From an optimization exercise on the open Yosys and OpenROAD flow, aimed at small area, a short achievable clock period and few clock cycles per item; shortcuts taken in it are not production practice. Where RTL was checked, it was by simulation tests only, not by an equivalence proof against the original. For runs 3 to 7, only the layout was checked, not whether the RTL still works. Power figures rest on the tool's default switching activity, not on a simulated workload.

[flow/flow/run.sh]
#!/bin/bash
# The standard layout, with every port buffered by a buf_2 instead of the
# buffer cell buffer_ports picks on its own, and gate sizing not held to the
# cell's footprint. ORFS's output is in standard.log.
bash standard.sh 'BUFFER_PORTS_ARGS=-buffer_cell sky130_fd_sc_hd__buf_2' MATCH_CELL_FOOTPRINT=0 finish > standard.log 2>&1
[flow/standard.sh]
#!/bin/bash
# synth_recipe.tcl (not shown) runs the flow's synth.tcl, then flattens the netlist and writes it again
# the make line also repeats each setting of config.mk as NAME=value (left out here)
make -C /OpenROAD-flow-scripts/flow DESIGN_CONFIG=/design/flow/config.mk WORK_HOME=/design/flow/orfs CLKGATE_MAP_FILE= SYNTH_SCRIPT=/design/flow/synth_recipe.tcl "${@:-finish}"
[flow/config.mk]
export PLATFORM = sky130hd
export DESIGN_NAME = positional_list_insert_delete_unit
export DESIGN_NICKNAME = positional_list_insert_delete_unit
export VERILOG_FILES = /design/flow/design.v
export SDC_FILE = /design/flow/constraint.sdc
export NUM_CORES = 4
export LEC_CHECK = 0
export CAP_MARGIN = 20
export CORE_MARGIN = 2
export CORE_UTILIZATION = 40
export CTS_BUF_LIST = sky130_fd_sc_hd__clkbuf_8 sky130_fd_sc_hd__clkbuf_16
export CTS_CLUSTER_DIAMETER = 80
export CTS_CLUSTER_SIZE = 20
export SETUP_SLACK_MARGIN = 1.9
export SLEW_MARGIN = 20
[flow/constraint.sdc]
create_clock -name core_clock -period 4.2 [get_ports {clk}]
set_input_delay 0.8400 -clock core_clock [delete_from_list [all_inputs] [get_ports {clk}]]
set_output_delay 0.8400 -clock core_clock [all_outputs]
set_load 0.01 [all_outputs]
[flow/design.v]
`timescale 1ns / 1ps
`default_nettype none
package plid_pkg;
  localparam int CAPACITY = 16;
  localparam int DATA_W   = 32;
  localparam int POS_W    = 5;
  localparam int OCNT_W   = 5;
  localparam int SLOT_W   = $clog2(CAPACITY);
  localparam int CNT_W    = $clog2(CAPACITY + 1);
  localparam logic [1:0] CMD_APPEND = 2'd0;
  localparam logic [1:0] CMD_INSERT = 2'd1;
  localparam logic [1:0] CMD_DELETE = 2'd2;
  localparam logic [1:0] CMD_DUMP   = 2'd3;
  localparam logic [1:0] STAT_OK    = 2'd0;
  localparam logic [1:0] STAT_FULL  = 2'd1;
  localparam logic [1:0] STAT_RANGE = 2'd2;
  typedef struct packed {
    logic [1:0]               cmd;
    logic signed [DATA_W-1:0] elem_value;
    logic [POS_W-1:0]         position;
  } plid_in_t;
  typedef struct packed {
    logic [1:0]               status;
    logic signed [DATA_W-1:0] elem_out;
    logic [OCNT_W-1:0]        count_now;
    logic                     last;
  } plid_out_t;
endpackage
`default_nettype wire
`timescale 1ns / 1ps
`default_nettype none
module plid_cell (
  input  wire logic                               clk,
  input  wire logic                               we,
  input  wire logic signed [plid_pkg::DATA_W-1:0] wdata,
  output logic signed [plid_pkg::DATA_W-1:0]      q
);
  logic signed [plid_pkg::DATA_W-1:0] val_r;
  always_ff @(posedge clk) begin
    if (we) val_r <= wdata;
  end
  assign q = val_r;
endmodule
`default_nettype wire
`timescale 1ns / 1ps
`default_nettype none
module positional_list_insert_delete_unit (
  input  wire logic               clk,
  input  wire logic               rst_n,
  input  wire logic               in_valid,
  output logic                    in_ready,
  input  wire logic [38:0]        in_data,
  output logic                    out_valid,
  input  wire logic               out_ready,
  output logic [39:0]             out_data
);
  localparam int N  = plid_pkg::CAPACITY;
  localparam int SW = plid_pkg::SLOT_W;
  localparam int CW = plid_pkg::CNT_W;
  localparam int OW = plid_pkg::OCNT_W;
  localparam int PW = plid_pkg::POS_W;
  plid_pkg::plid_in_t in_pkt;
  assign in_pkt = in_data;
  logic [CW-1:0]                      cnt_r, cnt_nxt;
  logic [N-1:0]                       cth_r, cth_nxt;  
  logic [SW-1:0]                      ptr_r [N];
  logic signed [plid_pkg::DATA_W-1:0] mem_q [N];
  logic                               dmp_r;      
  logic [N-1:0]                       nx_oh_r;    
  logic [N-1:0]                       rs_oh_r;    
  logic [SW-1:0]                      nx_slot_r;  
  logic                               lst_r;      
  logic                               out_valid_r;
  plid_pkg::plid_out_t                out_r;
  logic                slot_free, acc, full, empty, one;
  logic                is_app, is_ins, is_del, is_dmp, dmp_elems;
  logic                ins_ok, del_ok, pos_le_cnt, pos_lt_cnt;
  logic                ins_do, del_do;
  logic [N-1:0]        ins_gt, ins_eq, del_ge, cnt_eq;
  logic [N:0]          cge;
  logic [CW-1:0]       cnt_inc, cnt_dec;
  logic [N-1:0]        cth_inc, cth_dec;
  logic [N-1:0]        oh_ptr0, oh_ptr1, oh_top, oh_nx;
  logic [1:0]          stat;
  logic [SW-1:0]       del_slot, nx_slot;
  logic signed [plid_pkg::DATA_W-1:0] rd_val;
  logic                emit, nx_lst;
  logic                dmp_nxt;
  always_comb begin
    slot_free  = !out_valid_r || out_ready;
    in_ready   = slot_free && !dmp_r;
    acc        = in_valid && in_ready;
    full       = cth_r[N-1];
    empty      = !cth_r[0];
    one        = cth_r[0] && !cth_r[1];
    for (int i = 0; i < N; i++) begin
      cnt_eq[i] = (i == 0) ? !cth_r[0] : (cth_r[i-1] && !cth_r[i]);
    end
    is_app     = in_pkt.cmd == plid_pkg::CMD_APPEND;
    is_ins     = in_pkt.cmd == plid_pkg::CMD_INSERT;
    is_del     = in_pkt.cmd == plid_pkg::CMD_DELETE;
    is_dmp     = in_pkt.cmd == plid_pkg::CMD_DUMP;
    cge        = {cth_r, 1'b1};
    pos_lt_cnt = !in_pkt.position[PW-1] && cth_r[in_pkt.position[SW-1:0]];
    pos_le_cnt = in_pkt.position[PW-1] ? (in_pkt.position[SW-1:0] == '0 && full)
                                       : cge[in_pkt.position[SW-1:0]];
    ins_ok     = acc && !full && (is_app || (is_ins && pos_le_cnt));
    del_ok     = acc && is_del && pos_lt_cnt;
    ins_do     = acc && !full && (is_app || is_ins);
    del_do     = acc && is_del;
    for (int i = 0; i < N; i++) begin
      if (is_app) begin
        ins_gt[i] = (i == 0) ? 1'b0 : !cth_r[i-1];
        ins_eq[i] = cnt_eq[i];
      end else begin
        ins_gt[i] = PW'(i) > in_pkt.position;
        ins_eq[i] = PW'(i) == in_pkt.position;
      end
      del_ge[i] = PW'(i) >= in_pkt.position;
    end
    del_slot   = ptr_r[in_pkt.position[SW-1:0]];
    stat = plid_pkg::STAT_OK;
    if (is_app || is_ins) begin
      if (full) stat = plid_pkg::STAT_FULL;
      else if (!is_app && !pos_le_cnt) stat = plid_pkg::STAT_RANGE;
    end else if (is_del) begin
      if (!pos_lt_cnt) stat = plid_pkg::STAT_RANGE;
    end else begin
      if (empty) stat = plid_pkg::STAT_RANGE;
    end
    cnt_inc = cnt_r + 1'b1;
    cnt_dec = cnt_r - 1'b1;
    cth_inc = {cth_r[N-2:0], 1'b1};
    cth_dec = {1'b0, cth_r[N-1:1]};
    cnt_nxt = cnt_r;
    cth_nxt = cth_r;
    if (acc && !full && (is_app || (is_ins && pos_le_cnt))) begin
      cnt_nxt = cnt_inc;
      cth_nxt = cth_inc;
    end
    if (acc && is_del && pos_lt_cnt) begin
      cnt_nxt = cnt_dec;
      cth_nxt = cth_dec;
    end
    dmp_elems = is_dmp && !empty;
    rd_val    = '0;
    for (int i = 0; i < N; i++) rd_val |= {plid_pkg::DATA_W{rs_oh_r[i]}} & mem_q[i];
    oh_ptr0   = N'(1) << ptr_r[0];
    oh_ptr1   = N'(1) << ptr_r[1];
    oh_top    = N'(1) << ptr_r[N-1];
    nx_slot   = '0;
    nx_lst    = 1'b0;
    for (int i = 0; i < N; i++) begin
      nx_slot |= {SW{nx_oh_r[i]}} & ptr_r[(i + 1) % N];
      nx_lst  |= nx_oh_r[i] && cnt_eq[(i + 1) % N] && i != N - 1;
    end
    nx_lst   |= nx_oh_r[N-1] && full;
    emit      = slot_free && dmp_r;
    dmp_nxt   = (dmp_r && !(emit && lst_r)) || (acc && dmp_elems && !one);
  end
  always_ff @(posedge clk) begin
    if (!rst_n) begin
      cnt_r       <= '0;
      cth_r       <= '0;
      dmp_r       <= 1'b0;
      out_valid_r <= 1'b0;
    end else begin
      cnt_r       <= cnt_nxt;
      cth_r       <= cth_nxt;
      dmp_r       <= dmp_nxt;
      out_valid_r <= !slot_free || dmp_r || acc;
    end
  end
  always_ff @(posedge clk) begin
    if (slot_free) begin
      if (dmp_r) begin
        out_r.status    <= plid_pkg::STAT_OK;
        out_r.elem_out  <= rd_val;
        out_r.count_now <= OW'(cnt_r);
        out_r.last      <= lst_r;
      end else if (acc) begin
        out_r.status    <= stat;
        out_r.elem_out  <= dmp_elems ? rd_val : '0;
        out_r.count_now <= OW'(cnt_nxt);
        out_r.last      <= !dmp_elems || one;
      end
    end
  end
  always_ff @(posedge clk) begin
    if (emit) begin
      nx_oh_r   <= nx_oh_r << 1;
      nx_slot_r <= nx_slot;
      lst_r     <= nx_lst;
    end else if (acc) begin
      nx_oh_r   <= N'(4);
      nx_slot_r <= ptr_r[2];
      lst_r     <= cnt_eq[2];
    end
  end
  always_ff @(posedge clk) begin
    if (!rst_n) begin
      rs_oh_r <= N'(1);
    end else if (emit) begin
      rs_oh_r <= lst_r ? oh_ptr0 : N'(1) << nx_slot_r;
    end else if (acc) begin
      if (dmp_elems) begin
        if (!one) rs_oh_r <= oh_ptr1;
      end else if (ins_do && ins_eq[0]) begin
        rs_oh_r <= oh_top;
      end else if (del_do && del_ge[0]) begin
        rs_oh_r <= oh_ptr1;
      end
    end
  end
  always_ff @(posedge clk) begin
    for (int i = 0; i < N; i++) begin
      if (!rst_n) begin
        ptr_r[i] <= SW'(i);
      end else if (ins_do) begin
        if (ins_gt[i]) ptr_r[i] <= ptr_r[(i + N - 1) % N];
        else if (ins_eq[i]) ptr_r[i] <= ptr_r[N-1];
      end else if (del_do) begin
        if (del_ge[i]) ptr_r[i] <= (i == N - 1) ? del_slot : ptr_r[(i + 1) % N];
      end
    end
  end
  for (genvar g = 0; g < N; g++) begin : g_slot
    plid_cell u_cell (
      .clk   (clk),
      .we    (!full && oh_top[g]),
      .wdata (in_pkt.elem_value),
      .q     (mem_q[g])
    );
  end
  assign out_valid = out_valid_r;
  assign out_data  = out_r;
endmodule
`default_nettype wire
==> notes.md, run 1 <==
clk buf depth 3; I/O pin count 85; slew margin rel. 17.6%; Period minus WS final 2270 ps; worst reg-to-reg setup slack 1930 ps; power density cells 400 mW/mm2; H-tree Lvls 2; period utilization 54.1%; maximum clock rate 0.440 GHz; most frequent cells in the layout edfxtp_1, nand2_1, a221oi_1; Yosys cell types 85; Crit. End Element flip-flop; clk_skew 26.8 ps; antenna violations before repair 6; YS warnings 5; Slowest cell on crit path or4b_1; critical path, cell by cell clkbuf_4 > or2_4 > a31oi_4 > nor2_2 > or4b_1 > o311ai_1 > a32o_1; critical path fanouts, max 18; port bufs 84; CTS tree yes; GRT Overall Usage 24.3%; Clock Latency Late Sink 620 ps; global route overflow 0; Starting Density 40.3%; CTS buffer count 41; via count 19200; #FFs+latches synth 674; Layout area overhead 12.7%; total wire length 90.5 mm; die height 270 um; min setup slack post-route 1930 ps; Async SR Flop Fraction 0%; mapped cell area 0.0282 mm2; first-pass GRT wire length 131 mm; total power 12.7 mW; Final Util 45.5%; most common cell after layout, fill and taps aside edfxtp_1; Sum Neg Setup Slack 0 ps; share of cells above drive strength 1 18.2%; Post-Syn Nets 2076; Core Rows 97; routability cong. 0.922; Finished Layout Cells 3058; pin count of the biggest net entering global routing 42; Peak supply drop 290 uV; drt first pass iters 5; Worst path max stage delay 540 ps; Setup WS pre-CTS 696 ps; area post-placement 0.0301 mm2; total placed cells including tap cells 2944; 1st-iter DRT viols 2021; Routed Antenna Nets 0; FILL cells 6164; Critical Path Source Type input pin; Core ar. 0.0700 mm2; final setup violation count 0; die area 0.0728 mm2; Worst-path clk slew 80 ps; final hold violations 0; Max Slew Vio Count 0; wire per inst 29.6 um; Worst path top cell family by delay simple AND/OR/NAND/NOR gates; cell count after synthesis 2031; Worst Max-Slew Pin Slew 1240 ps; Post-synth EDFFs 571; vias per cell 6.28; Nets 2135; max cap viols 0; buffers and inverters on the worst path 1; WP data arrival 2820 ps; vias in the first global route 18600; Avg Inst Size Synth 13.9 um2; Hold Path Class reg2reg; status finished clean; Root Driver clkbuf_16; post-detail-place hpwl 53.3 mm; CTS Sinks 674; critical path type in2reg; sequential area share after synthesis 68.0%; hold_ws 505 ps; worst endpoint required time 4740 ps; Primary FF master, synth edfxtp_1; leakage 10.5 nW; final instance area 0.0318 mm2; unrepaired setup endpoints after global routing false; Remaining DRCs 0; Die W 270 um
-- registers in the layout (all words and copies together), names as in the netlist --
| register | flops |
|---|---|
| rs_oh_r | 16 |
| nx_oh_r | 14 |
| cnt_r | 5 |
| g_slot.u_cell.val_r | 512 |
| dmp_r | 1 |
| lst_r | 1 |
| out_valid_r | 1 |
| nx_slot_r | 4 |
| ptr_r | 64 |
| cth_r | 16 |
| out_r | 40 |
-- per-layer routing --
metal	part of all wire (%)	global-route usage (%)
met5	0.025	0
met4	2.8	6.42
met3	7.4	3.62
met2	47	39.5
met1	43	34.2
-- worst reg2reg max path: cells and delay by family (launching register included) --
kind	cells	cell delay (ps)
and+or+nand+nor	2	830
DFF	1	490
buffers and inverters	2	590
-- logic make-up after synthesis --
group	Yosys count	synth area share (%)
flops	674	68.0
compound gates	604	17.0
simple gates	451	7.91
buf+inv	188	2.88
mux	110	4.02
xor+xnor	2	0.0620
fa+ha+maj	2	0.0886
-- report_power, final --
part	internal (mW)	switching [mW]	total, mW	leakage (nW)
registers	7.47	0.201	7.67	6.09
clock network	1.85	2.22	4.07	0.658
logic	0.335	0.651	0.986	3.74
-- timing repair --
action                     in CTS  in global routing
gates cloned                    5                  1
pin swaps                      10                  8
buffers inserted               20                 17
setup endpoints to repair     592                197
resized for setup              44                 30
hold buffers                    0                  0
-- Yosys cell counts, drive strengths merged, types with 16 or more instances --
| cell type | count | area, um2 |
|---|---|---|
| nand2 | 121 | 454 |
| nor2b | 22 | 138 |
| a22o | 104 | 911 |
| a22oi | 92 | 691 |
| dfxtp | 103 | 2060 |
| nand3 | 30 | 150 |
| a221oi | 112 | 981 |
| a21oi | 52 | 268 |
| nor2 | 121 | 457 |
| nand3b | 16 | 120 |
| edfxtp | 571 | 17100 |
| inv | 18 | 67.6 |
| buf | 55 | 314 |
| clkbuf | 114 | 428 |
| o21ai | 42 | 225 |
| and3 | 59 | 369 |
| a31oi | 49 | 343 |
| mux2i | 102 | 1050 |
| a311oi | 19 | 223 |
| nor3 | 23 | 126 |
-- final timing paths --
check	startpoint	cells after the start	endpoint
max reg2reg	ptr_r[15][2]	4	g_slot[11].u_cell.val_r[5]
min	cnt_r[4]	2	cnt_r[4]
min reg2reg	cnt_r[4]	2	cnt_r[4]
max	in_data[38]	7	rs_oh_r[11]
-- area by class of cell --
| class | instances | area [um2] | share of cell area (%) |
|---|---|---|---|
| clock buffers | 42 | 1050 | 3.30 |
| flip-flops and latches | 674 | 19300 | 60.5 |
| diodes | 4 | 10.0 | 0.0314 |
| well taps | 940 | 1180 | 3.69 |
| repair buffers | 179 | 1360 | 4.26 |
| repair inverters | 1 | 7.51 | 0.0236 |
| multi-input cells | 1174 | 8730 | 27.4 |
| clock inverters | 25 | 164 | 0.515 |
| inverters | 19 | 82.6 | 0.259 |
Testbench counts, summed over its fixed seeds: cycles 5,036, items 3,200.
==> run 2: changes to the inputs <==
==> flow/flow/run.sh (replaced) <==
#!/bin/bash
# The standard layout, with every port buffered by a buf_2 instead of the
# buffer cell buffer_ports picks on its own. ORFS's output is in standard.log.
bash standard.sh 'BUFFER_PORTS_ARGS=-buffer_cell sky130_fd_sc_hd__buf_2' finish > standard.log 2>&1
==> run 2 against run 1 <==
Critical path type unchanged. Critical endpoint is now out_r[4]. Still clean. Clock power about the same. Non-clock buffer count shrank 18. Maximum frequency is 0.44% higher. Total power down 0.20%. Hold slack lost 2.9 ps. Area after synthesis stayed put. Combinational power is 0.7% lower. Core utilization shrank 0.24 points.
==> notes.md, run 2 <==
Yosys cell types 85; Routed Antenna Nets 0; top-count cell post-synth edfxtp_1; top cell type's share of synthesized area 60.7%; most common cell after layout, fill and taps aside edfxtp_1; ranking of synthesized cells by area edfxtp_1, dfxtp_1, mux2i_1, a221oi_1, a22o_1; 1st-iter DRT viols 2289; FILL cells 6209; max FFs per register 512; final setup violation count 0; CTS Sinks 674; part of the power in registers 60.3%; status finished clean; Post-synth top cells edfxtp_1, nand2_1, nor2_1, clkbuf_1, a221oi_1; hold_ws 502 ps; Comb power frac 7.7%; Core ar. 0.0700 mm2; Nets 2117; Remaining DRCs 0; leakage 10.4 nW; H-tree Lvls 2; Sw Ratio 24.0%; Critical Path Source Type input pin; maximum clock rate 0.442 GHz; Async SR Flop Fraction 0%; unrepaired setup endpoints after global routing true; Psw 3.05 mW; WP data arrival 2620 ps; #FFs+latches synth 674; Hold Path Class reg2reg; Post-Syn Nets 2076; Worst Max-Slew Pin Slew 1110 ps; CTS Hold Bufs 0; Primary FF master, synth edfxtp_1; sequential area share after synthesis 68.0%; clk buf depth 3; multi-input logic area 0.00872 mm2; Power Internal 9.64 mW; global route overflow 0; vias in the first global route 18200; Setup WS pre-CTS 640 ps; via count 19200; share of cells above drive strength 1 17.3%; post-detail-place hpwl 51.5 mm; routability cong. 0.925; biggest regs g_slot.u_cell.val_r x512, ptr_r x64, out_r x40; Starting Density 40.3%; most frequent cells in the layout edfxtp_1, nand2_1, a221oi_1; slew margin rel. 26.1%; first-pass GRT wire length 128 mm; max cap viols 0; cell count after synthesis 2031; period utilization 53.9%; power density cells 401 mW/mm2; port bufs 84; wire per inst 29.4 um; worst reg-to-reg setup slack 1960 ps; Max Slew Vio Count 0; clk_skew 28.0 ps; Root Driver clkbuf_16; die height 270 um; YS warnings 5; Peak supply drop 260 uV; storage element area 0.0192 mm2; CTS tree yes; Die W 270 um; Period minus WS final 2260 ps; antenna violations before repair 6; total wire length 89.1 mm; Core Rows 97; CTS buffer count 41; Clock power frac 31.9%; final hold violations 0; Layout area overhead 12.1%; largest area contributor in the netlist edfxtp_1; GRT Overall Usage 23.9%; die area 0.0728 mm2; Sum Neg Setup Slack 0 ps; pin count of the biggest net entering global routing 43; mapped cell area 0.0282 mm2; critical path type in2reg; Biggest register g_slot.u_cell.val_r; Post-synth EDFFs 571; worst endpoint required time 4550 ps; Avg Inst Size Synth 13.9 um2; vias per cell 6.31; min setup slack post-route 1940 ps; Clock Latency Late Sink 610 ps; drt first pass iters 6; Worst-path clk slew 80 ps; critical path fanouts, max 27; Crit. End Element flip-flop; I/O pin count 85
-- run 2: cell counts after synthesis --
Identical to the previous run, type by type.
-- run 2: area by class of cell --
type | instances | area share, %
tap | 940 | 3.71
inverter | 19 | 0.269
sequential | 674 | 60.8
timing repair inverter | 1 | 0.0237
antenna | 1 | 0.00790
clock buffer | 42 | 3.32
clock inverter | 25 | 0.510
multi-input combinational | 1174 | 27.5
timing repair buffer | 161 | 3.82
-- run 2: worst max-delay path, cell delays in order --
cell	delay [ps]
buf_8	190
buf_6	200
nor4b_1	60
a311o_1	360
a211o_2	380
o21ai_4	160
buf_12	150
a41oi_2	120
o31a_1	140
-- run 2: worst paths after layout --
path | from | cells after the start | endpoint
min reg2reg | cnt_r[4] | 2 | cnt_r[4]
min | cnt_r[4] | 2 | cnt_r[4]
max | in_data[2] | 9 | out_r[4]
max reg2reg | ptr_r[15][1] | 3 | g_slot[6].u_cell.val_r[22]
-- run 2: logic make-up after synthesis --
kind of cell / count (synthesis) / share of synthesized area [%]
compound gates: 604 / 17.0
xor+xnor: 2 / 0.0620
fa+ha+maj: 2 / 0.0886
buf+inv: 188 / 2.88
flops: 674 / 68.0
mux: 110 / 4.02
simple gates: 451 / 7.91
-- run 2: what timing repair did --
item                       CTS  global route
resized for setup           40            24
pin swaps                    6             8
setup endpoints to repair  585           112
setup buffers                9            17
gates cloned                 4             2
-- run 2: power by group through the flow --
stage / Clock (mW) / Combinational, mW / Sequential (mW)
after CTS: 4.13 / 0.948 / 7.65
after global placement: 0 / 0.907 / 7.80
final: 4.06 / 0.979 / 7.66
after detailed placement: 0 / 0.920 / 7.81
after floorplan: 0 / 0.595 / 7.71
after global routing: 4.37 / 1.05 / 7.67
-- run 2: per-stage QoR --
| step | util [%] | total power [mW] | cell area (um2) | cells |
|---|---|---|---|---|
| 2_1_floorplan | - | 8.30 | 28600 | 2031 |
| 3_5_place_dp | 42.8 | 8.73 | 30000 | 2937 |
| 3_3_place_gp | 42.8 | 8.71 | 30000 | 2937 |
| 4_1_cts | 44.9 | 12.7 | 31400 | 3017 |
| 5_1_grt | 45.2 | 13.1 | 31700 | 3037 |
| 6_report | 45.2 | 12.7 | 31700 | 3037 |
-- run 2: layer usage --
metal,part of all wire [%],GRT usage (%)
met5,0.054,0
met4,2.6,6.62
met3,8.5,3.46
met2,46,37.9
met1,43,34.2
==> run 3: changes to the inputs <==
--- a/flow/design.v
+++ b/flow/design.v
@@ -66,26 +66,22 @@
   logic [SW-1:0]                      ptr_r [N];
   logic signed [plid_pkg::DATA_W-1:0] mem_q [N];
   logic                               dmp_r;      
-  logic [N-1:0]                       nx_oh_r;    
-  logic [N-1:0]                       rs_oh_r;    
-  logic [SW-1:0]                      nx_slot_r;  
-  logic                               lst_r;      
+  logic [SW-1:0]                      rem_r;      
   logic                               out_valid_r;
   plid_pkg::plid_out_t                out_r;
   logic                slot_free, acc, full, empty, one;
   logic                is_app, is_ins, is_del, is_dmp, dmp_elems;
-  logic                ins_ok, del_ok, pos_le_cnt, pos_lt_cnt;
-  logic                ins_do, del_do;
+  logic                pos_le_cnt, pos_lt_cnt;
+  logic                ins_do, del_do, rot;
   logic [N-1:0]        ins_gt, ins_eq, del_ge, cnt_eq;
   logic [N:0]          cge;
   logic [CW-1:0]       cnt_inc, cnt_dec;
   logic [N-1:0]        cth_inc, cth_dec;
-  logic [N-1:0]        oh_ptr0, oh_ptr1, oh_top, oh_nx;
+  logic [N-1:0]        oh_head, oh_top;
   logic [1:0]          stat;
-  logic [SW-1:0]       del_slot, nx_slot;
+  logic [SW-1:0]       del_slot;
   logic signed [plid_pkg::DATA_W-1:0] rd_val;
-  logic                emit, nx_lst;
-  logic                dmp_nxt;
+  logic                emit, lst;
   always_comb begin
     slot_free  = !out_valid_r || out_ready;
     in_ready   = slot_free && !dmp_r;
@@ -104,8 +100,6 @@
     pos_lt_cnt = !in_pkt.position[PW-1] && cth_r[in_pkt.position[SW-1:0]];
     pos_le_cnt = in_pkt.position[PW-1] ? (in_pkt.position[SW-1:0] == '0 && full)
                                        : cge[in_pkt.position[SW-1:0]];
-    ins_ok     = acc && !full && (is_app || (is_ins && pos_le_cnt));
-    del_ok     = acc && is_del && pos_lt_cnt;
     ins_do     = acc && !full && (is_app || is_ins);
     del_do     = acc && is_del;
     for (int i = 0; i < N; i++) begin
@@ -143,20 +137,13 @@
       cth_nxt = cth_dec;
     end
     dmp_elems = is_dmp && !empty;
+    oh_head   = N'(1) << ptr_r[0];
+    oh_top    = N'(1) << ptr_r[N-1];
     rd_val    = '0;
-    for (int i = 0; i < N; i++) rd_val |= {plid_pkg::DATA_W{rs_oh_r[i]}} & mem_q[i];
-    oh_ptr0   = N'(1) << ptr_r[0];
-    oh_ptr1   = N'(1) << ptr_r[1];
-    oh_top    = N'(1) << ptr_r[N-1];
-    nx_slot   = '0;
-    nx_lst    = 1'b0;
-    for (int i = 0; i < N; i++) begin
-      nx_slot |= {SW{nx_oh_r[i]}} & ptr_r[(i + 1) % N];
-      nx_lst  |= nx_oh_r[i] && cnt_eq[(i + 1) % N] && i != N - 1;
-    end
-    nx_lst   |= nx_oh_r[N-1] && full;
+    for (int i = 0; i < N; i++) rd_val |= {plid_pkg::DATA_W{oh_head[i]}} & mem_q[i];
     emit      = slot_free && dmp_r;
-    dmp_nxt   = (dmp_r && !(emit && lst_r)) || (acc && dmp_elems && !one);
+    lst       = rem_r == SW'(1);
+    rot       = emit || (acc && dmp_elems);
   end
   always_ff @(posedge clk) begin
     if (!rst_n) begin
@@ -167,9 +154,17 @@
     end else begin
       cnt_r       <= cnt_nxt;
       cth_r       <= cth_nxt;
-      dmp_r       <= dmp_nxt;
       out_valid_r <= !slot_free || dmp_r || acc;
-    end
+      if (emit) begin
+        if (lst) dmp_r <= 1'b0;
+      end else if (acc && dmp_elems && !one) begin
+        dmp_r <= 1'b1;
+      end
+    end
+  end
+  always_ff @(posedge clk) begin
+    if (emit) rem_r <= rem_r - 1'b1;
+    else if (acc) rem_r <= SW'(cnt_dec);
   end
   always_ff @(posedge clk) begin
     if (slot_free) begin
@@ -177,38 +172,12 @@
         out_r.status    <= plid_pkg::STAT_OK;
         out_r.elem_out  <= rd_val;
         out_r.count_now <= OW'(cnt_r);
-        out_r.last      <= lst_r;
+        out_r.last      <= lst;
       end else if (acc) begin
         out_r.status    <= stat;
         out_r.elem_out  <= dmp_elems ? rd_val : '0;
         out_r.count_now <= OW'(cnt_nxt);
         out_r.last      <= !dmp_elems || one;
-      end
-    end
-  end
-  always_ff @(posedge clk) begin
-    if (emit) begin
-      nx_oh_r   <= nx_oh_r << 1;
-      nx_slot_r <= nx_slot;
-      lst_r     <= nx_lst;
-    end else if (acc) begin
-      nx_oh_r   <= N'(4);
-      nx_slot_r <= ptr_r[2];
-      lst_r     <= cnt_eq[2];
-    end
-  end
-  always_ff @(posedge clk) begin
-    if (!rst_n) begin
-      rs_oh_r <= N'(1);
-    end else if (emit) begin
-      rs_oh_r <= lst_r ? oh_ptr0 : N'(1) << nx_slot_r;
-    end else if (acc) begin
-      if (dmp_elems) begin
-        if (!one) rs_oh_r <= oh_ptr1;
-      end else if (ins_do && ins_eq[0]) begin
-        rs_oh_r <= oh_top;
-      end else if (del_do && del_ge[0]) begin
-        rs_oh_r <= oh_ptr1;
       end
     end
   end
@@ -221,6 +190,9 @@
         else if (ins_eq[i]) ptr_r[i] <= ptr_r[N-1];
       end else if (del_do) begin
         if (del_ge[i]) ptr_r[i] <= (i == N - 1) ? del_slot : ptr_r[(i + 1) % N];
+      end else if (rot) begin
+        if (i < N - 1 && cth_r[(i + 1) % N]) ptr_r[i] <= ptr_r[(i + 1) % N];
+        else if (i == N - 1 ? full : cnt_eq[(i + 1) % N]) ptr_r[i] <= ptr_r[0];
       end
     end
   end
==> flow/run.sh (new file) <==
#!/bin/bash
# synth_recipe.tcl (not shown) runs the flow's synth.tcl, then flattens the netlist and writes it again
# the make line also repeats each setting of config.mk as NAME=value (left out here)
make -C /OpenROAD-flow-scripts/flow DESIGN_CONFIG=/design/flow/config.mk WORK_HOME=/design/flow/orfs CLKGATE_MAP_FILE= SYNTH_SCRIPT=/design/flow/synth_recipe.tcl finish
removed: flow/flow/run.sh
removed: flow/standard.sh
==> run 3 against run 2 <==
Area after synthesis is 3.2% lower. Die area is 3.1% lower. Combinational power is 22% higher. Total power is 2.7% lower. Still clean on timing, DRC and antenna. Critical path depth is 2 lower. Worst setup slack worse by 31 ps. Clock-buffer cell count is 2 lower. Clock skew is 3.4 ps higher. Design area is 3.4% higher. Core utilization is 3.4 points higher. Critical path type unchanged. Flip-flop and latch count is 31 lower. Sequential power is 6.4% lower.
==> notes.md, run 3 <==
1st-iter DRT viols 2534; Layout area overhead 19.7%; clk buf depth 3; hold path start ptr_r[9][1]; period utilization 54.6%; global route overflow 0; top cell type's share of synthesized area 61.0%; Critical Path Source Type input pin; Core Rows 95; slew margin rel. 36.7%; Biggest register g_slot.u_cell.val_r; Primary FF master, synth edfxtp_1; CTS buffer count 40; H-tree Lvls 2; ranking of synthesized cells by area edfxtp_1, dfxtp_1, mux2i_1, a22oi_1, nand2_1; largest area contributor in the netlist edfxtp_1; port bufs 84; r2r startpoint ptr_r[15][0]; power density cells 377 mW/mm2; Post-Syn Nets 2095; top-count cell post-synth edfxtp_1; Die W 266 um; Core ar. 0.0674 mm2; I/O pin count 85; antenna violations before repair 2; YS warnings 5; max FFs per register 512; worst endpoint required time 4680 ps; #FFs+latches synth 643; final setup violation count 0; Remaining DRCs 0; CTS tree yes; Starting Density 40.6%; Peak supply drop 310 uV; Crit. End Element flip-flop; Post-synth EDFFs 556; most common cell after layout, fill and taps aside edfxtp_1; via count 19900; most frequent cells in the layout edfxtp_1, nand2_1, buf_4; biggest regs g_slot.u_cell.val_r x512, ptr_r x64, out_r x40; Post-synth top cells edfxtp_1, nand2_1, nor2_1, clkbuf_1, a22oi_1; Max Slew Vio Count 0; final instance area 0.0328 mm2; maximum clock rate 0.436 GHz; Routed Antenna Nets 0; Async SR Flop Fraction 0%; CTS Hold Bufs 0; critical path type in2reg; crit path launch in_data[0]; mapped cell area 0.0274 mm2; final hold violations 0; Yosys cell types 91; wire per inst 29.8 um; Worst Max-Slew Pin Slew 948 ps; critical path fanouts, max 11; hold_ws 527 ps; CTS Sinks 643; Avg Inst Size Synth 13.4 um2; clk_skew 31.4 ps; Period minus WS final 2290 ps; Sum Neg Setup Slack 0 ps; routability cong. 0.921; area post-placement 0.0300 mm2; cell count after synthesis 2048; Root Driver clkbuf_16; vias in the first global route 19200; die area 0.0705 mm2; post-detail-place hpwl 52.4 mm; vias per cell 6.44; GRT Overall Usage 25.5%; drt first pass iters 6; total wire length 92.0 mm; Worst-path clk slew 90 ps; WP data arrival 2770 ps; status finished clean; first-pass GRT wire length 133 mm; Hold Path Class reg2reg; Clock Latency Late Sink 620 ps; unrepaired setup endpoints after global routing true; Nets 2253; die height 266 um; leakage 10.8 nW; max cap viols 0; share of cells above drive strength 1 21.6%; pin count of the biggest net entering global routing 62; sequential area share after synthesis 67.4%
[run 3: cell types whose count changed after synthesis, moves of 16 or more]
| cell | before | now |
|---|---|---|
| a22o_1 | 104 | 58 |
| nand3_1 | 30 | 50 |
| nand2_1 | 121 | 148 |
| mux2_2 | 7 | 33 |
| dfxtp_1 | 103 | 87 |
| o21ai_0 | 37 | 90 |
| a221oi_1 | 112 | 62 |
| mux2i_1 | 100 | 75 |
| and3_1 | 59 | 36 |
| nor3_1 | 22 | 47 |
| a222oi_1 | 0 | 23 |
[run 3: per-layer routing]
metal / up-vias / wire length (um) / global-route usage (%)
li1: 8454 / - / -
met5: - / 30 / 0
met3: 178 / 8120 / 3.55
met4: 4 / 2670 / 8.12
met1: 10200 / 36900 / 34.5
met2: 1087 / 44300 / 42.5
[run 3: timing repair]
item / CTS / global route
gates cloned: 5 / 2
pin swaps: 32 / 15
buffers inserted: 77 / 17
gates resized for setup: 191 / 86
setup endpoints to repair: 673 / 345
[run 3: cells by family after synthesis]
group / count (synthesis) / synth area share (%)
XOR/XNOR: 5 / 0.160
multiplexers: 112 / 4.36
buffers and inverters: 186 / 2.88
flip-flops: 643 / 67.4
adder cells (fa/ha/maj): 4 / 0.183
AND/OR/NAND/NOR: 502 / 8.98
AO/OA/AOI/OAI: 596 / 16.0
[run 3: metrics by stage]
| stage | cells | setup WS [ps] | power [mW] | utilization (%) |
|---|---|---|---|---|
| after floorplan | 2048 | 1540 | 7.92 | - |
| after global placement | 2936 | 403 | 8.34 | 44.5 |
| after detailed placement | 2936 | 342 | 8.36 | 44.5 |
| after CTS | 3070 | 1860 | 12.3 | 47.8 |
| after global routing | 3089 | 1870 | 12.7 | 48.6 |
| final | 3090 | 1910 | 12.3 | 48.6 |
[run 3: worst max-delay path, cell delays in order]
cell and delay (ps):
clkbuf_4 180, nor2_2 430, a31oi_1 270, nand2_1 200, or4b_4 560, a211oi_2 200, a211oi_1 80
[run 3: layout make-up]
| type | instances | area, um2 |
|---|---|---|
| fill | 5765 | 34600 |
| sequential | 643 | 18500 |
| multi-input combinational | 1224 | 9300 |
| timing repair buffer | 272 | 2620 |
| tap | 873 | 1090 |
| clock buffer | 40 | 1000 |
| clock inverter | 12 | 166 |
| inverter | 25 | 103 |
| antenna | 1 | 2.50 |
[run 3: report_power, final]
part	leakage (nW)	total [mW]	switching, mW	internal (mW)
clock	0.570	3.98	2.16	1.82
combinational	4.41	1.19	0.746	0.444
sequential	5.80	7.17	0.0953	7.08
total	10.8	12.3	3.00	9.35
[run 3: worst paths after layout]
check	endpoint	slack [ps]	depth (start not counted)
max	ptr_r[0][1]	1910	7
min	ptr_r[9][1]	530	2
max reg2reg	g_slot[6].u_cell.val_r[21]	1930	5
min reg2reg	ptr_r[9][1]	530	2
==> run 4: changes to the inputs <==
--- a/flow/config.mk
+++ b/flow/config.mk
@@ -11,5 +11,5 @@
 export CTS_BUF_LIST = sky130_fd_sc_hd__clkbuf_8 sky130_fd_sc_hd__clkbuf_16
 export CTS_CLUSTER_DIAMETER = 80
 export CTS_CLUSTER_SIZE = 20
-export SETUP_SLACK_MARGIN = 1.9
+export SETUP_SLACK_MARGIN = 2.3
 export SLEW_MARGIN = 20
==> run 4 against run 3 <==
Still clean on timing, DRC and antenna. Clock skew rose by 13 ps. Global-route usage grew 2.7 points. Clock power grew 4%. Cell count rose by 8.7%. Routed wire length grew 14%. Non-clock buffer count increased by 260. Sequential power about the same. Maximum frequency down 1.9%. Combinational power increased by 37%. Critical path type is now reg2reg. Critical endpoint is now ptr_r[6][0]. Largest cell class unchanged. Highest routed layer unchanged.
==> notes.md, run 4 <==
H-tree Lvls 2; Remaining DRCs 0; top cell type's share of synthesized area 61.0%; storage element area 0.0185 mm2; clk_skew 44.2 ps; first-pass GRT wire length 146 mm; total wire length 105 mm; Max Slew Vio Count 0; Hold Path Class reg2reg; Period minus WS final 2340 ps; CTS buffer count 41; wire per inst 31.2 um; Post-synth EDFFs 556; final hold violations 0; sequential area share after synthesis 67.4%; vias in the first global route 20900; ranking of synthesized cells by area edfxtp_1, dfxtp_1, mux2i_1, a22oi_1, nand2_1; critical path fanouts, max 7; Primary FF master, synth edfxtp_1; biggest regs g_slot.u_cell.val_r x512, ptr_r x64, out_r x40; 1st-iter DRT viols 3100; most common cell after layout, fill and taps aside edfxtp_1; multi-input logic area 0.0109 mm2; largest area contributor in the netlist edfxtp_1; total power 12.9 mW; leakage 13.0 nW; routability cong. 0.939; Routed Antenna Nets 0; Worst Max-Slew Pin Slew 793 ps; Avg Inst Size Synth 13.4 um2; #FFs+latches synth 643; mapped cell area 0.0274 mm2; drt first pass iters 11; die height 266 um; status finished clean; GRT Overall Usage 28.2%; FILL cells 5105; Post-synth top cells edfxtp_1, nand2_1, nor2_1, clkbuf_1, a22oi_1; max cap viols 0; period utilization 55.7%; Worst-path clk slew 90 ps; WP data arrival 2850 ps; worst endpoint required time 4710 ps; critical path type reg2reg; maximum clock rate 0.428 GHz; Starting Density 40.6%; Critical Path Source Type flip-flop; Nets 2517; Sum Neg Setup Slack 0 ps; max FFs per register 512; slew margin rel. 47.1%; Post-Syn Nets 2095; Core ar. 0.0674 mm2; CTS tree yes; I/O pin count 85; die area 0.0705 mm2; global route overflow 0; top-count cell post-synth edfxtp_1; final setup violation count 0; vias per cell 6.58; Crit. End Element flip-flop; Peak supply drop 328 uV; Clock Latency Late Sink 620 ps; Yosys cell types 91; power density cells 342 mW/mm2; YS warnings 5; post-detail-place hpwl 53.0 mm; Layout area overhead 38.5%; Die W 266 um; share of cells above drive strength 1 40.5%; Root Driver clkbuf_16; via count 22100; Core Rows 95; port bufs 84; pin count of the biggest net entering global routing 62; Final Util 56.2%; most frequent cells in the layout edfxtp_1, buf_4, buf_6; antenna violations before repair 6; cell count after synthesis 2048; clk buf depth 3; Biggest register g_slot.u_cell.val_r; CTS Sinks 643; unrepaired setup endpoints after global routing true; Async SR Flop Fraction 0%
run 4: cell counts after synthesis:
No cell type changed its count.
run 4: cell families after synthesis:
logic type	share of synthesized area [%]
AND/OR/NAND/NOR	8.98
buffers and inverters	2.88
adder cells (fa/ha/maj)	0.183
multiplexers	4.36
AO/OA/AOI/OAI	16.0
flip-flops	67.4
XOR/XNOR	0.160
run 4: through the flow:
| stage | hold slack [ps] | cells | worst slack [ps] | cell area [um2] |
|---|---|---|---|---|
| final | 513 | 3359 | 1860 | 37900 |
| after global routing | 550 | 3357 | 1850 | 37900 |
| after CTS | 507 | 3282 | 1920 | 36300 |
| after detailed placement | 496 | 2940 | 275 | 30100 |
| after global placement | 505 | 2940 | 374 | 30100 |
| after floorplan | 453 | 2048 | 1540 | 28400 |
run 4: power breakdown:
group / total (mW) / internal, mW / switching [mW]
clock network: 4.13 / 1.94 / 2.20
logic: 1.63 / 0.706 / 0.926
registers: 7.18 / 7.07 / 0.106
run 4: critical path, cell delays in order, from the launching register on:
cell and delay, ps:
dfxtp_4 360, buf_6 120, nor2b_4 250, buf_6 140
buf_6 80, buf_6 90, buf_16 110, buf_6 100
a31oi_4 140, nand3b_1 150, nand4_1 140, buf_6 180
a211o_1 240, a21oi_2 110
run 4: repair_timing:
action,in CTS,in global routing
gates cloned,29,6
hold buffers,0,0
setup endpoints to repair,697,354
setup buffers,256,69
pin swaps,192,154
resized for setup,761,199
run 4: worst paths after layout:
path                    start           to  slack [ps]  cells after the start
setup / recovery        dmp_r  ptr_r[6][0]        1860                     13
hold reg to reg   ptr_r[9][2]  ptr_r[9][2]         510                      2
setup reg to reg        dmp_r  ptr_r[6][0]        1860                     13
hold / removal    ptr_r[9][2]  ptr_r[9][2]         510                      2
run 4: metal layers:
layer | routed length (um) | GRT usage [%] | vias to the layer above | share of wire (%)
met2 | 48500 | 45.9 | 1501 | 46
met3 | 10500 | 5.18 | 445 | 10
li1 | - | - | 9033 | -
met5 | 34 | 0 | - | 0.032
met4 | 6850 | 12.8 | 6 | 6.5
met1 | 39100 | 36.6 | 11100 | 37
run 4: layout make-up:
type	instances	area share (%)
antenna	2	0.0132
inverter	25	0.330
timing repair buffer	532	15.7
sequential	643	48.9
clock buffer	41	2.71
clock inverter	16	0.585
tap	873	2.88
multi-input combinational	1227	28.8
==> run 5: changes to the inputs <==
--- a/flow/design.v
+++ b/flow/design.v
@@ -80,6 +80,8 @@
   logic [N-1:0]        oh_head, oh_top;
   logic [1:0]          stat;
   logic [SW-1:0]       del_slot;
+  logic [N-1:0]        s_up, s_lt, s_dn, s_lh, s_hd;
+  logic [SW-1:0]       ptr_nxt [N];
   logic signed [plid_pkg::DATA_W-1:0] rd_val;
   logic                emit, lst;
   always_comb begin
@@ -181,20 +183,22 @@
       end
     end
   end
-  always_ff @(posedge clk) begin
+  always_comb begin
     for (int i = 0; i < N; i++) begin
-      if (!rst_n) begin
-        ptr_r[i] <= SW'(i);
-      end else if (ins_do) begin
-        if (ins_gt[i]) ptr_r[i] <= ptr_r[(i + N - 1) % N];
-        else if (ins_eq[i]) ptr_r[i] <= ptr_r[N-1];
-      end else if (del_do) begin
-        if (del_ge[i]) ptr_r[i] <= (i == N - 1) ? del_slot : ptr_r[(i + 1) % N];
-      end else if (rot) begin
-        if (i < N - 1 && cth_r[(i + 1) % N]) ptr_r[i] <= ptr_r[(i + 1) % N];
-        else if (i == N - 1 ? full : cnt_eq[(i + 1) % N]) ptr_r[i] <= ptr_r[0];
-      end
-    end
+      s_up[i] = ins_do && ins_gt[i];
+      s_lt[i] = ins_do && ins_eq[i];
+      s_dn[i] = (del_do && del_ge[i]) || (rot && i < N - 1 && cth_r[(i + 1) % N]);
+      s_lh[i] = rot && ((i == N - 1) ? full : cnt_eq[(i + 1) % N]);
+      s_hd[i] = !(s_up[i] || s_lt[i] || s_dn[i] || s_lh[i]);
+      ptr_nxt[i] = ({SW{s_up[i]}} & ptr_r[(i + N - 1) % N]) |
+                   ({SW{s_lt[i]}} & ptr_r[N-1]) |
+                   ({SW{s_dn[i]}} & ((i == N - 1) ? del_slot : ptr_r[(i + 1) % N])) |
+                   ({SW{s_lh[i]}} & ptr_r[0]) |
+                   ({SW{s_hd[i]}} & ptr_r[i]);
+    end
+  end
+  always_ff @(posedge clk) begin
+    for (int i = 0; i < N; i++) ptr_r[i] <= rst_n ? ptr_nxt[i] : SW'(i);
   end
   for (genvar g = 0; g < N; g++) begin : g_slot
     plid_cell u_cell (
--- a/flow/config.mk
+++ b/flow/config.mk
@@ -11,5 +11,5 @@
 export CTS_BUF_LIST = sky130_fd_sc_hd__clkbuf_8 sky130_fd_sc_hd__clkbuf_16
 export CTS_CLUSTER_DIAMETER = 80
 export CTS_CLUSTER_SIZE = 20
-export SETUP_SLACK_MARGIN = 2.3
+export SETUP_SLACK_MARGIN = 2.2
 export SLEW_MARGIN = 20
==> run 5 against run 4 <==
Worst setup slack gained 49 ps. Area after synthesis shrank 2.4%. Critical path type unchanged. Clock power down 4%. Routed wire length down 3.0%. Combinational power down 25%. Design area shrank 6.8%. Global-route usage fell by 0.064 points. Non-clock buffer count down 89. Highest routed layer is now met4. Sequential power rose by 1%. Register-to-register slack better by 50 ps. Largest cell class unchanged. Still clean on timing, DRC and antenna.
==> notes.md, run 5 <==
top cell type's share of synthesized area 62.5%; Critical Path Source Type flip-flop; Worst Max-Slew Pin Slew 897 ps; Worst-path clk slew 80 ps; Yosys cell types 78; pin count of the biggest net entering global routing 46; mapped cell area 0.0267 mm2; Period minus WS final 2290 ps; Post-synth EDFFs 556; Remaining DRCs 0; RR Endpoint out_r[9]; Max Slew Vio Count 0; #FFs+latches synth 643; hold path start ptr_r[2][0]; antenna violations before repair 2; top-count cell post-synth edfxtp_1; Async SR Flop Fraction 0%; FILL cells 5415; Post-Syn Nets 1972; Core Rows 94; die area 0.0688 mm2; Biggest register g_slot.u_cell.val_r; port bufs 84; Die W 262 um; max FFs per register 512; critical path type reg2reg; sequential area share after synthesis 69.1%; Clock Latency Late Sink 620 ps; storage element area 0.0185 mm2; clk_skew 27.6 ps; die height 262 um; via count 20700; Post-synth top cells edfxtp_1, a22oi_1, nor2_1, nand2_1, clkbuf_1; final setup violation count 0; most common cell after layout, fill and taps aside edfxtp_1; GRT Overall Usage 28.1%; critical path fanouts, max 8; Peak supply drop 286 uV; vias per cell 6.57; vias in the first global route 19800; power density cells 353 mW/mm2; Nets 2319; post-detail-place hpwl 56.5 mm; Hold Path Class reg2reg; Avg Inst Size Synth 13.9 um2; worst endpoint required time 4540 ps; biggest regs g_slot.u_cell.val_r x512, ptr_r x64, out_r x40; r2r startpoint ptr_r[0][2]; clk buf depth 3; Root Driver clkbuf_16; unrepaired setup endpoints after global routing true; hold endpoint ptr_r[1][0]; Crit. End Element flip-flop; R2R cell count 7; cell count after synthesis 1925; met1 GRT Util 37.0%; final hold violations 0; CTS Sinks 643; met3 GRT Util 4.04%; share of cells above drive strength 1 35.2%; Core ar. 0.0659 mm2; GR peak layer met2; Primary FF master, synth edfxtp_1; first-pass GRT wire length 143 mm; 1st-iter DRT viols 2720; total wire length 102 mm; YS warnings 7; period utilization 54.5%; multi-input logic area 0.00977 mm2; Layout area overhead 32.3%; largest area contributor in the netlist edfxtp_1; ranking of synthesized cells by area edfxtp_1, dfxtp_1, a22oi_1, a221oi_1, a22o_1; wire per inst 32.3 um; status finished clean; total power 12.5 mW; global route overflow 0; max cap viols 0; leakage 11.9 nW; Worst Hold Depth 2; CTS tree yes; WP data arrival 2630 ps; Starting Density 40.5%; H-tree Lvls 2; routability cong. 0.938; maximum clock rate 0.437 GHz; Routed Antenna Nets 0; worst reg-to-reg setup slack 1910 ps; total placed cells including tap cells 2816; CTS buffer count 40; slew margin rel. 40.1%; drt first pass iters 7; Sum Neg Setup Slack 0 ps; I/O pin count 85; grt met2 use 46.3%; Finished Layout Cells 3150; CTS Hold Bufs 0; most frequent cells in the layout edfxtp_1, buf_4, a22oi_1
[run 5: cell types whose count changed in the layout (fill, tap and decap cells not counted), sizes merged, moves of 11 or more]
cell	previous run	this run
a22oi	92	117
nand2	148	113
o21ai	91	55
nand3	51	29
a221oi	62	94
nor4	18	5
mux2	34	13
a21oi	63	86
a221o	0	27
nor3	48	37
and3	41	24
buf	489	403
mux2i	77	23
[run 5: timing repair]
item,CTS,global route
endpoints found under the setup margin,542,257
pin swaps,102,101
setup buffers,175,83
gates cloned,15,5
resized for setup,506,178
endpoints found under the hold margin,0,0
[run 5: worst max-delay path, cell delays in order, from the launching register on]
cell and delay (ps):
dfxtp_4 400, buf_12 140, buf_12 130, buf_4 140
and2_4 200, a22o_1 210, a222oi_1 610, a31oi_2 170
[run 5: power breakdown]
part / internal, mW / switching, mW / leakage (nW)
logic: 0.470 / 0.755 / 5.48
registers: 7.14 / 0.128 / 5.80
clock network: 1.77 / 2.20 / 0.573
total: 9.37 / 3.08 / 11.9
[run 5: worst max path at each step]
stage / startpoint / to / cells past startpoint
after floorplan: in_data[1] / out_r[3] / 7
after global placement: in_data[37] / out_r[4] / 8
after global routing: cth_r[12] / cth_r[14] / 6
after detailed placement: in_data[37] / out_r[4] / 8
after CTS: cth_r[15] / out_r[4] / 7
final: ptr_r[0][2] / out_r[9] / 7
[run 5: layer usage]
layer / wire length [um] / part of all wire, % / vias to the layer above
met1: 39400 / 39 / 10600
li1: - / - / 8518
met3: 8410 / 8.3 / 319
met4: 5860 / 5.8 / 0
met5: 0 / 0 / -
met2: 48200 / 47 / 1255
[run 5: area by class of cell]
class                      instances  share of cell area (%)
sequential                       643                    52.4
multi-input combinational       1122                    27.7
timing repair buffer             443                    13.4
tap                              864                    3.06
clock buffer                      40                    2.83
clock inverter                    14                   0.393
inverter                          22                   0.234
antenna                            2                  0.0142
[run 5: stage by stage]
step | cell area, um2 | worst slack (ps) | hold slack, ps | utilization (%)
2_1_floorplan | 27800 | 1590 | 444 | -
3_3_place_gp | 29700 | 744 | 513 | 45.1
3_5_place_dp | 29700 | 724 | 522 | 45.1
4_1_cts | 33700 | 1990 | 489 | 51.2
5_1_grt | 35300 | 1970 | 552 | 53.6
6_report | 35300 | 1910 | 539 | 53.6
[run 5: cells by family (layout without fill, tap and decap cells)]
group / Yosys count / count (layout) / share of synthesized area [%]
xor gates and xnor gates: 8 / 8 / 0.291
buffers and inverters: 169 / 519 / 2.62
AOI/OAI and AO/OA: 633 / 634 / 17.9
other: 0 / 2 / 0
muxes: 44 / 44 / 2.09
adders and majority gates: 4 / 4 / 0.187
DFF: 643 / 643 / 69.1
and+or+nand+nor: 424 / 432 / 7.89
==> run 6: changes to the inputs <==
--- a/flow/config.mk
+++ b/flow/config.mk
@@ -11,5 +11,5 @@
 export CTS_BUF_LIST = sky130_fd_sc_hd__clkbuf_8 sky130_fd_sc_hd__clkbuf_16
 export CTS_CLUSTER_DIAMETER = 80
 export CTS_CLUSTER_SIZE = 20
-export SETUP_SLACK_MARGIN = 2.2
+export SETUP_SLACK_MARGIN = 1.9
 export SLEW_MARGIN = 20
==> run 6 against run 5 <==
Still clean on timing, DRC and antenna. Global-route usage fell by 2.2 points. Combinational power fell by 21%. Clock-buffer cell count rose by 1. Synthesized cell count unchanged. Routed wire length fell by 10%. Critical path depth decreased by 3.
==> notes.md, run 6 <==
worst reg-to-reg setup slack 1920 ps; final hold violations 0; die area 0.0688 mm2; Psw 2.96 mW; I/O pin count 85; maximum clock rate 0.426 GHz; Crit. End Element output pin; Slowest cell on crit path dlygate4sd2_1; power density cells 388 mW/mm2; critical path type in2out; Worst path top cell family by delay buffers and inverters; R2R cell count 7; #FFs+latches synth 643; total power 12.3 mW; total placed cells including tap cells 2823; Power Internal 9.31 mW; port bufs 84; via count 19300; ranking of synthesized cells by area edfxtp_1, dfxtp_1, a22oi_1, a221oi_1, a22o_1; Worst Setup EP in_ready; 1st-iter DRT viols 2862; Worst path max stage delay 270 ps; leakage 10.3 nW; share of cells above drive strength 1 18.9%; most common cell after layout, fill and taps aside edfxtp_1; Primary FF master, synth edfxtp_1; r2r startpoint ptr_r[0][1]; wire per inst 31.2 um; Period minus WS final 2350 ps; final setup violation count 0; storage element area 0.0185 mm2; largest area contributor in the netlist edfxtp_1; post-detail-place hpwl 53.4 mm; Finished Layout Cells 2936; top-count cell post-synth edfxtp_1; CTS Sinks 643; max FFs per register 512; FILL cells 5750; Async SR Flop Fraction 0%; Clock power frac 32.9%; clk buf depth 3; Avg Inst Size Synth 13.9 um2; clk_skew 33.3 ps; Starting Density 40.5%; Clock Latency Late Sink 630 ps; Worst Max-Slew Pin Slew 753 ps; drt first pass iters 6; Post-synth top cells edfxtp_1, a22oi_1, nor2_1, nand2_1, clkbuf_1; period utilization 56.0%; cell count after synthesis 1925; antenna violations before repair 3; mapped cell area 0.0267 mm2; H-tree Lvls 2; Comb power frac 8.0%; multi-input logic area 0.00848 mm2; most frequent cells in the layout edfxtp_1, a22oi_1, nand2_1; critical path depth 4; Remaining DRCs 0; Peak supply drop 329 uV; total wire length 91.6 mm; part of the power in registers 59.1%; n_diodes 0; global route overflow 0; buffers and inverters on the worst path 2; unrepaired setup endpoints after global routing true; vias per cell 6.56; Yosys cell types 78; GRT Overall Usage 25.9%; vias in the first global route 18700; Sum Neg Setup Slack 0 ps; critical path fanouts, max 2; pin count of the biggest net entering global routing 46; first-pass GRT wire length 132 mm; Root Driver clkbuf_16; CTS tree yes; Core Rows 94; Post-synth EDFFs 556; Hold Path Class in2reg; Post-Syn Nets 1972; Biggest register g_slot.u_cell.val_r; Max Slew Vio Count 0; sequential area share after synthesis 69.1%; Nets 2105; Sw Ratio 24.1%; Die W 262 um; biggest regs g_slot.u_cell.val_r x512, ptr_r x64, out_r x40; die height 262 um; worst endpoint required time 3360 ps; Worst-path clk slew 90 ps; hold_ws 534 ps; routability cong. 0.974; Layout area overhead 18.5%; max cap viols 0; Routed Antenna Nets 0; top cell type's share of synthesized area 62.5%; slew margin rel. 49.8%; WP data arrival 1510 ps; RR Endpoint out_r[11]; YS warnings 7; CTS buffer count 40; status finished clean; Critical Path Source Type input pin; critical path, cell by cell dlygate4sd2_1 > nor2b_4 > nor2_1 > clkdlybuf4s15_1; crit path launch out_ready; Core ar. 0.0659 mm2
## run 6: repair_timing
action	4_1_cts	5_1_grt
endpoints found under the hold margin	0	0
pin swaps	9	5
setup buffers	32	18
cloned	4	2
setup endpoints to repair	626	149
hold buffers	0	0
resized for setup	142	62
## run 6: how the worst min path moves through the flow
stage,start,slack [ps],cells past startpoint,endpoint
2_1_floorplan,ptr_r[2][0],440,2,ptr_r[1][0]
3_3_place_gp,ptr_r[12][0],520,2,ptr_r[12][0]
3_5_place_dp,ptr_r[12][0],520,2,ptr_r[12][0]
4_1_cts,ptr_r[12][0],540,2,ptr_r[12][0]
5_1_grt,ptr_r[12][0],560,2,ptr_r[12][0]
6_report,in_valid,530,3,out_valid_r
## run 6: per-stage QoR
stage / worst slack, ps / util (%) / cell area, um2
after CTS: 1670 / 47.4 / 31200
after detailed placement: 569 / 44.6 / 29400
after global routing: 1790 / 48.0 / 31600
final: 1850 / 48.0 / 31600
after floorplan: 1510 / - / 27300
after global placement: 656 / 44.6 / 29400
## run 6: area by class of cell
class,instances,share of cell area (%)
Clock inverter,15,0.570
Tap cell,864,3.42
Multi-Input combinational cell,1116,26.8
Sequential cell,643,58.4
Clock buffer,41,3.21
Timing Repair Buffer,235,7.34
Inverter,22,0.261
## run 6: cell families after synthesis
group | count (synthesis) | synth area share, %
AO/OA/AOI/OAI | 633 | 17.9
AND/OR/NAND/NOR | 424 | 7.89
multiplexers | 44 | 2.09
flip-flops | 643 | 69.1
XOR/XNOR | 8 | 0.291
buffers and inverters | 169 | 2.62
adder cells (fa/ha/maj) | 4 | 0.187
## run 6: worst reg2reg max path, cell delays in order, from the launching register on
cell,delay [ps]
dfxtp_4,400
buf_4,160
nor4b_4,400
buf_6,310
a22o_1,190
a221oi_1,50
and3_1,170
a31oi_1,380
## run 6: power groups by stage
stage / Sequential (mW) / Combinational (mW) / Clock (mW)
finish: 7.26 / 0.977 / 4.04
global route: 7.27 / 1.03 / 4.30
CTS: 7.25 / 0.930 / 4.09
detailed placement: 7.41 / 0.891 / 0
global placement: 7.40 / 0.882 / 0
floorplan: 7.35 / 0.471 / 0
## run 6: routing by layer
metal  global-route usage [%]  vias to the layer above  share of wire, %
li1                         -                     8059                 -
met1                     36.0                     9874                41
met2                     41.4                     1103                47
met3                     4.29                      221               9.0
met4                     8.51                        6               3.3
met5                        0                        -             0.037
==> run 7: changes to the inputs <==
--- a/flow/design.v
+++ b/flow/design.v
@@ -77,7 +77,8 @@
   logic [N:0]          cge;
   logic [CW-1:0]       cnt_inc, cnt_dec;
   logic [N-1:0]        cth_inc, cth_dec;
-  logic [N-1:0]        oh_head, oh_top;
+  logic [N-1:0]        oh_head;
+  logic [N-1:0]        we_r;
   logic [1:0]          stat;
   logic [SW-1:0]       del_slot;
   logic [N-1:0]        s_up, s_lt, s_dn, s_lh, s_hd;
@@ -140,7 +141,6 @@
     end
     dmp_elems = is_dmp && !empty;
     oh_head   = N'(1) << ptr_r[0];
-    oh_top    = N'(1) << ptr_r[N-1];
     rd_val    = '0;
     for (int i = 0; i < N; i++) rd_val |= {plid_pkg::DATA_W{oh_head[i]}} & mem_q[i];
     emit      = slot_free && dmp_r;
@@ -200,10 +200,13 @@
   always_ff @(posedge clk) begin
     for (int i = 0; i < N; i++) ptr_r[i] <= rst_n ? ptr_nxt[i] : SW'(i);
   end
+  always_ff @(posedge clk) begin
+    we_r <= rst_n ? (N'(1) << ptr_nxt[N-1]) & {N{!cth_nxt[N-1]}} : N'(1) << (N - 1);
+  end
   for (genvar g = 0; g < N; g++) begin : g_slot
     plid_cell u_cell (
       .clk   (clk),
-      .we    (!full && oh_top[g]),
+      .we    (we_r[g]),
       .wdata (in_pkt.elem_value),
       .q     (mem_q[g])
     );
==> run 7 against run 6 <==
Highest routed layer unchanged. Critical path depth grew 6. Register-to-register slack better by 20 ps. Hold slack lost 23 ps. Critical endpoint is now we_r[3]. Combinational power down 0.6%. Core utilization rose by 0.92 points. Clock-buffer cell count is 2 higher.
==> notes.md, run 7 <==
Worst-path clk slew 80 ps; Period minus WS final 2290 ps; CTS tree yes; Primary FF master, synth edfxtp_1; CTS Sinks 659; leakage 10.1 nW; die height 260 um; grt met2 use 37.6%; 1st-iter DRT viols 2568; clk buf depth 3; max cap viols 0; port bufs 84; mapped cell area 0.0262 mm2; final hold violations 0; Sum Neg Setup Slack 0 ps; Biggest register g_slot.u_cell.val_r; I/O pin count 85; routability cong. 0.952; Slowest cell on crit path mux2i_1; Final Util 48.9%; status finished clean; Post-synth EDFFs 556; sequential area share after synthesis 71.7%; Sw Ratio 24.1%; die area 0.0675 mm2; Psw 3.05 mW; slew margin rel. 45.0%; multi-input logic area 0.00785 mm2; Peak supply drop 302 uV; Crit. End Element flip-flop; YS warnings 7; ranking of synthesized cells by area edfxtp_1, dfxtp_1, a221oi_1, a22oi_1, a22o_1; period utilization 54.5%; Remaining DRCs 0; most frequent cells in the layout edfxtp_1, a22oi_1, nand2_1; Power Internal 9.60 mW; pin count of the biggest net entering global routing 44; CTS buffer count 43; power density cells 400 mW/mm2; Nets 2003; Avg Inst Size Synth 14.5 um2; final setup violation count 0; storage element area 0.0188 mm2; FILL cells 5461; #FFs+latches synth 659; Worst path max stage delay 310 ps; met1 GRT Util 35.1%; total wire length 85.0 mm; Clock Latency Late Sink 620 ps; largest area contributor in the netlist edfxtp_1; post-detail-place hpwl 47.2 mm; vias in the first global route 17200; biggest regs g_slot.u_cell.val_r x512, ptr_r x64, out_r x40; Core Rows 93; antenna violations before repair 8; max FFs per register 512; WP data arrival 2840 ps; final instance area 0.0316 mm2; Worst Max-Slew Pin Slew 825 ps; top cell type's share of synthesized area 63.8%; wire per inst 30.0 um; Core ar. 0.0646 mm2; H-tree Lvls 2; worst endpoint required time 4750 ps; CTS Hold Bufs 0; Yosys cell types 69; Hold Path Class reg2reg; Die W 260 um; critical path fanouts, max 27; Comb power frac 7.7%; drt first pass iters 8; Root Driver clkbuf_16; Async SR Flop Fraction 0%; clk_skew 38.3 ps; Max Slew Vio Count 0; unrepaired setup endpoints after global routing true; top-count cell post-synth edfxtp_1; Post-Syn Nets 1852; GRT Overall Usage 24.4%; vias per cell 6.43; Starting Density 40.5%; part of the power in registers 59.0%; met3 GRT Util 5.09%; first-pass GRT wire length 120 mm; global route overflow 0; critical path type in2reg; share of cells above drive strength 1 21.9%; maximum clock rate 0.437 GHz; cell mode on critical path buf_4; GR peak layer met2; cell count after synthesis 1805; Clock power frac 33.3%; Critical Path Source Type input pin; Post-synth top cells edfxtp_1, a22oi_1, nand2_1, a221oi_1, dfxtp_1; Layout area overhead 20.8%; most common cell after layout, fill and taps aside edfxtp_1; critical path, cell by cell buf_6 > buf_4 > mux2i_1 > o221a_2 > a21oi_1 > o21ai_1 > a32oi_2 > buf_4 > or2_4 > nor3_2; via count 18200; area post-placement 0.0290 mm2; Routed Antenna Nets 0
==> run 7: cell count changes after synthesis, moves of 19 or more <==
cell / before / now
o21ai_0: 55 / 21
a221oi_1: 94 / 122
a22o_1: 58 / 95
nor2_1: 112 / 91
clkbuf_1: 107 / 88
a21oi_1: 86 / 44
a221o_1: 27 / 5
==> run 7: critical path, delay by kind of cell <==
family          cells  cell delay [ps]
compound gates      4              650
buf+inv             3              670
mux                 1              310
simple gates        2              360
==> run 7: final cells by class <==
type	instances	share of cell area, %
clock buffer	43	3.40
antenna	1	0.00792
inverter	26	0.325
timing repair buffer	230	7.73
sequential	659	59.6
multi-input combinational	996	24.8
clock inverter	24	0.689
tap	855	3.39
==> run 7: cell families (layout without fill, tap and decap cells) <==
group	count (synthesis)	in the layout	synth area share (%)
DFF	659	659	71.7
AOI/OAI and AO/OA	568	568	17.0
and+or+nand+nor	393	395	7.19
buffers and inverters	152	323	2.41
muxes	21	21	1.21
xor gates and xnor gates	8	8	0.268
adders and majority gates	4	4	0.191
other	0	1	0
==> run 7: per-layer routing <==
metal  part of all wire [%]  wire [um]
met1                     42      35800
met2                     46      38800
met3                    9.5       8040
met4                    2.6       2210
met5                  0.089         76
==> run 7: repair_timing <==
item                                    CTS  global route
hold endpoints to repair                  0             0
setup buffers                            35            21
gates resized for setup                 170            68
endpoints found under the setup margin  181           112
gates cloned                              8             3
pin swaps                                28            21
==> run 7: path summary, 6_finish.rpt <==
path | slack, ps | to | from | cells after the start
worst min-delay path | 510 | cth_r[14] | cth_r[14] | 2
worst max register to register | 1940 | we_r[12] | cth_r[4] | 10
worst max-delay path | 1910 | we_r[3] | in_data[3] | 10
worst min register to register | 510 | cth_r[14] | cth_r[14] | 2
==> run 7: power by group through the flow <==
stage / registers, mW / logic (mW) / clock network (mW)
final: 7.47 / 0.971 / 4.21
after global routing: 7.48 / 1.02 / 4.48
after CTS: 7.47 / 0.902 / 4.27
after detailed placement: 7.62 / 0.837 / 0
after global placement: 7.61 / 0.828 / 0
after floorplan: 7.60 / 0.412 / 0
==> run 7: per-stage QoR <==
stage                     power, mW  std cells  hold slack [ps]  setup slack [ps]
after detailed placement       8.45       2699              503               379
after global placement         8.44       2699              503               468
after floorplan                8.01       1805              445              1470
after global routing           13.0       2834              535              1860
final                          12.7       2834              511              1910
after CTS                      12.6       2809              517              1790

## what the ideal ports hide
In the flow no input, the clock included, has a driving cell. The finished layouts below were timed again as built, in two steps.
Step 1 assumes that a clkbuf_16 drives the clock port and a buf_2 every other input.
Step 2 times the ports against the registers' clock, not the clock port: input delays grow and output delays shrink by t, the midpoint of the rising clock arrivals with the driver on.
Three values: ideal, step 1, step 2; two values: the first two.
| run | t, ns | setup slack, ns | worst slew at a driven data input, ns |
|---|---|---|---|
| run 1 | 0.673 | 1.927 / 1.928 / 1.296 | 0.17 |
| run 2 | 0.665 | 1.937 / 1.911 / 1.287 | 0.09 |
| run 3 | 0.672 | 1.906 / 1.860 / 1.251 | 0.17 |
| run 4 | 0.665 | 1.861 / 1.784 / 1.119 | 0.30 |
| run 5 | 0.669 | 1.911 / 1.911 / 1.335 | 0.11 |
| run 6 | 0.675 | 1.850 / 1.826 / 1.258 | 0.11 |
| run 7 | 0.672 | 1.910 / 1.919 / 1.269 | 0.12 |
After both steps setup and hold are still met in every run listed. For run 4, which loses most, drivers alone change the setup slack by -0.077 ns; drivers and shift together by -0.742 ns.
